Source: an optimization exercise on an open RTL-to-GDS flow (aim: small area, a short achievable clock period and few clock cycles per item). Production flows keep margins and buffers that such runs may drop. At most, simulation tests tie the RTL to the original design; equivalence was not proved. Power is estimated from default activity; no workload was simulated.

lane 1:
// mmu_bounds_guard
module mmu_bounds_guard
#(
  parameter int ADDR_W = mmu_bounds_guard_pkg::ADDR_W_DEF,
  parameter int SEL_W  = mmu_bounds_guard_pkg::SEL_W_DEF,
  parameter int NSEG   = mmu_bounds_guard_pkg::NSEG_DEF
) (
  input  logic              clk,
  input  logic              rst,
  input  logic              we,
  input  logic [SEL_W-1:0]  sel,
  input  logic [31:0]       lower,
  input  logic [31:0]       upper,
  input  logic              req_valid,
  output logic              req_ready,
  input  logic [ADDR_W-1:0] req_addr,
  input  logic              req_wr,
  output logic              mem_valid,
  input  logic              mem_ready,
  output logic [ADDR_W-1:0] mem_addr,
  output logic              mem_wr,
  output logic              exc,
  output logic [ADDR_W-1:0] exc_addr,
  output logic [SEL_W-1:0]  exc_sel,
  input  logic              exc_ack
);
==> module mmu_bounds_guard, before the edit <==
module mmu_bounds_guard
#(
  parameter int ADDR_W = mmu_bounds_guard_pkg::ADDR_W_DEF,
  parameter int SEL_W  = mmu_bounds_guard_pkg::SEL_W_DEF,
  parameter int NSEG   = mmu_bounds_guard_pkg::NSEG_DEF
) (
  input  logic              clk,
  input  logic              rst,
  input  logic              we,
  input  logic [SEL_W-1:0]  sel,
  input  logic [31:0]       lower,
  input  logic [31:0]       upper,
  input  logic              req_valid,
  output logic              req_ready,
  input  logic [ADDR_W-1:0] req_addr,
  input  logic              req_wr,
  output logic              mem_valid,
  input  logic              mem_ready,
  output logic [ADDR_W-1:0] mem_addr,
  output logic              mem_wr,
  output logic              exc,
  output logic [ADDR_W-1:0] exc_addr,
  output logic [SEL_W-1:0]  exc_sel,
  input  logic              exc_ack
);
  logic [SEL_W-1:0]  act;
  logic              dead;
  logic              fresh;
  logic [ADDR_W-1:0] lo;
  logic [ADDR_W-1:0] hi;
  logic              hi_big;
  mmu_bounds_table #(
    .ADDR_W (ADDR_W),
    .SEL_W  (SEL_W),
    .NSEG   (NSEG)
  ) u_table (
    .clk        (clk),
    .rst        (rst),
    .we         (we),
    .sel        (sel),
    .lower      (lower),
    .upper      (upper),
    .active_sel (act),
    .dead       (dead),
    .fresh      (fresh),
    .lo         (lo),
    .hi         (hi),
    .hi_big     (hi_big)
  );
  logic              mv_q;
  logic              ex_q;
  logic              chk_q;
  logic [ADDR_W-1:0] addr_q;
  logic              wr_q;
  logic [SEL_W-1:0]  sel_q;
  logic              free;
  logic              same;
  logic [ADDR_W-1:0] a;
  logic              pass;
  assign free = !((mv_q && !mem_ready) || (ex_q && !exc_ack) || chk_q);
  assign same = we && (sel == act);
  assign a    = chk_q ? addr_q : req_addr;
  assign pass = (fresh && (a == '0)) ||
                (!dead && mmu_bounds_guard_pkg::ge(a, lo) &&
                 (hi_big || mmu_bounds_guard_pkg::ge(hi, a)));
  always_ff @(posedge clk or posedge rst) begin
    if (rst) begin
      mv_q  <= 1'b0;
      ex_q  <= 1'b0;
      chk_q <= 1'b0;
    end else if (chk_q) begin
      mv_q  <= pass;
      ex_q  <= !pass;
      chk_q <= 1'b0;
    end else if (free) begin
      mv_q  <= req_valid && !same && pass;
      ex_q  <= req_valid && !same && !pass;
      chk_q <= req_valid && same;
    end
  end
  always_ff @(posedge clk) begin
    if (free) begin
      addr_q <= req_addr;
      wr_q   <= req_wr;
      sel_q  <= act;
    end
  end
  assign req_ready = free;
  assign mem_valid = mv_q;
  assign mem_addr  = addr_q;
  assign mem_wr    = wr_q;
  assign exc       = ex_q;
  assign exc_addr  = addr_q;
  assign exc_sel   = sel_q;
endmodule
export LEC_CHECK = 0
export CAP_MARGIN = 20
export CORE_MARGIN = 2
export CORE_UTILIZATION = 45
export SETUP_SLACK_MARGIN = 3.0
export SLEW_MARGIN = 20
create_clock -name core_clock -period 5.5 [get_ports {clk}]
standard.sh (not shown) runs the stock make flow with config.mk's settings and CLKGATE_MAP_FILE= SYNTH_SCRIPT=/design/flow/synth_recipe.tcl, a recipe that flattens the netlist after the stock synthesis.
==> flow/flow/run.sh <==
#!/bin/bash
# Standard ORFS layout, with plain buf_1 cells on the ports instead of the
# delay buffers buffer_ports picks by default, and the delay-cell families
# kept out of the post-synthesis repairs. Synthesis is the standard one.
set -euo pipefail
PLAT_DONT_USE=$(make -s -C "$FLOW_HOME" DESIGN_CONFIG="$FLOW_CONFIG" print-DONT_USE_CELLS 2>/dev/null | sed -n 's/^DONT_USE_CELLS: //p')
EXTRA="sky130_fd_sc_hd__clkdlybuf4s15_1 sky130_fd_sc_hd__clkdlybuf4s15_2 sky130_fd_sc_hd__clkdlybuf4s18_1 sky130_fd_sc_hd__clkdlybuf4s18_2 sky130_fd_sc_hd__clkdlybuf4s25_1 sky130_fd_sc_hd__clkdlybuf4s25_2 sky130_fd_sc_hd__clkdlybuf4s50_1 sky130_fd_sc_hd__clkdlybuf4s50_2 sky130_fd_sc_hd__dlygate4sd1_1 sky130_fd_sc_hd__dlygate4sd2_1 sky130_fd_sc_hd__dlygate4sd3_1 sky130_fd_sc_hd__dlymetal6s2s_1 sky130_fd_sc_hd__dlymetal6s4s_1 sky130_fd_sc_hd__dlymetal6s6s_1"
echo "platform dont_use: $PLAT_DONT_USE" > flow_vars.log
bash standard.sh synth > synth.log 2>&1
bash standard.sh "BUFFER_PORTS_ARGS=-buffer_cell sky130_fd_sc_hd__buf_1" "DONT_USE_CELLS=$PLAT_DONT_USE $EXTRA" finish > layout.log 2>&1
Testbench counts of lane 1, summed over its fixed seeds: cycles 16,058, items 16,000.
Relative to lane 1, the following input files were edited for lane 2:
--- a/flow/design.v
+++ b/flow/design.v
@@ -3,21 +3,21 @@
   localparam int SEL_W_DEF  = 4;
   localparam int NSEG_DEF   = 11;
   function automatic logic ge(input logic [ADDR_W_DEF-1:0] a,
                               input logic [ADDR_W_DEF-1:0] b);
-    logic [31:0] g, l;
+    logic [31:0] g, e;
     g = '0;
-    l = '0;
+    e = '1;
     for (int i = 0; i < ADDR_W_DEF; i++) begin
       g[i] = a[i] & ~b[i];
-      l[i] = ~a[i] & b[i];
+      e[i] = ~(a[i] ^ b[i]);
     end
     for (int k = 16; k >= 1; k = k / 2)
       for (int i = 0; i < k; i++) begin
-        g[i] = g[2*i+1] | (~l[2*i+1] & g[2*i]);
-        l[i] = l[2*i+1] | (~g[2*i+1] & l[2*i]);
+        g[i] = g[2*i+1] | (e[2*i+1] & g[2*i]);
+        e[i] = e[2*i+1] & e[2*i];
       end
-    ge = ~l[0];
+    ge = g[0] | e[0];
   endfunction
 endpackage
 module mmu_bounds_table
 #(
@@ -120,34 +120,37 @@
   );
   logic              mv_q;
   logic              ex_q;
   logic              chk_q;
+  logic              idle_q;
   logic [ADDR_W-1:0] addr_q;
   logic              wr_q;
   logic [SEL_W-1:0]  sel_q;
   logic              free;
   logic              same;
   logic [ADDR_W-1:0] a;
   logic              pass;
-  assign free = !((mv_q && !mem_ready) || (ex_q && !exc_ack) || chk_q);
+  assign free = idle_q || (mv_q && mem_ready) || (ex_q && exc_ack);
   assign same = we && (sel == act);
   assign a    = chk_q ? addr_q : req_addr;
   assign pass = (fresh && (a == '0)) ||
                 (!dead && mmu_bounds_guard_pkg::ge(a, lo) &&
                  (hi_big || mmu_bounds_guard_pkg::ge(hi, a)));
   always_ff @(posedge clk or posedge rst) begin
     if (rst) begin
-      mv_q  <= 1'b0;
-      ex_q  <= 1'b0;
-      chk_q <= 1'b0;
+      mv_q   <= 1'b0;
+      ex_q   <= 1'b0;
+      chk_q  <= 1'b0;
+      idle_q <= 1'b1;
     end else if (chk_q) begin
-      mv_q  <= pass;
-      ex_q  <= !pass;
-      chk_q <= 1'b0;
+      mv_q   <= pass;
+      ex_q   <= !pass;
+      chk_q  <= 1'b0;
     end else if (free) begin
-      mv_q  <= req_valid && !same && pass;
-      ex_q  <= req_valid && !same && !pass;
-      chk_q <= req_valid && same;
+      mv_q   <= req_valid && !same && pass;
+      ex_q   <= req_valid && !same && !pass;
+      chk_q  <= req_valid && same;
+      idle_q <= !req_valid;
     end
   end
   always_ff @(posedge clk) begin
     if (free) begin
Notes after the runs:
Lane 1 → lane 2: initial cell density of the core has decreased; combinational fraction of design power fell 4.0 points; met1 wire length rose 2.7%; number of nets in the synthesized netlist higher. Lane 2 ended up with a lower fraction of area in registers than lane 1 did. The data arrival time of the critical path on lane 1 is in line with that on lane 2. Lane 2 reports a lower fraction of met2 tracks used by global routing than lane 1 does. Relative to lane 1, count of buffering cells on the critical path with inverters included has gone down in lane 2. Between lane 2 and lane 1, the difference in critical-path maximum fanout is negligible. Compared to lane 1, lane 2 reaches a higher achievable clock.
For lane 2, only the layout was checked, not whether the RTL still works.

## afterwards: timing with drivers on the ports
No port has a modelled driver above. Below, the same layouts with a new extraction and two added sets of constraints.
Step 1 assumes that a clkbuf_16 drives the clock port and a buf_2 every other input.
Step 2, shift: input delay + t, output delay - t, t = (earliest + latest rising clock arrival at the registers) / 2. This alone moves slack from input paths to output paths.
Three values: ideal, step 1, step 2; two values: the first two.
run | t, ns | setup slack, ns | worst setup path after step 2 | worst register clock-pin slew, ns | worst data-port slew with drivers (ns)
lane 1 | 0.401 | 2.693 / 2.666 / 2.312 | input to register | 0.10 / 0.10 | 0.06
lane 2 | 0.395 | 2.702 / 2.670 / 2.530 | input to register | 0.09 / 0.09 | 0.06
After both steps every run listed still meets setup and hold. For lane 1, which loses most, drivers alone change the setup slack by -0.027 ns; drivers and shift together by -0.381 ns.
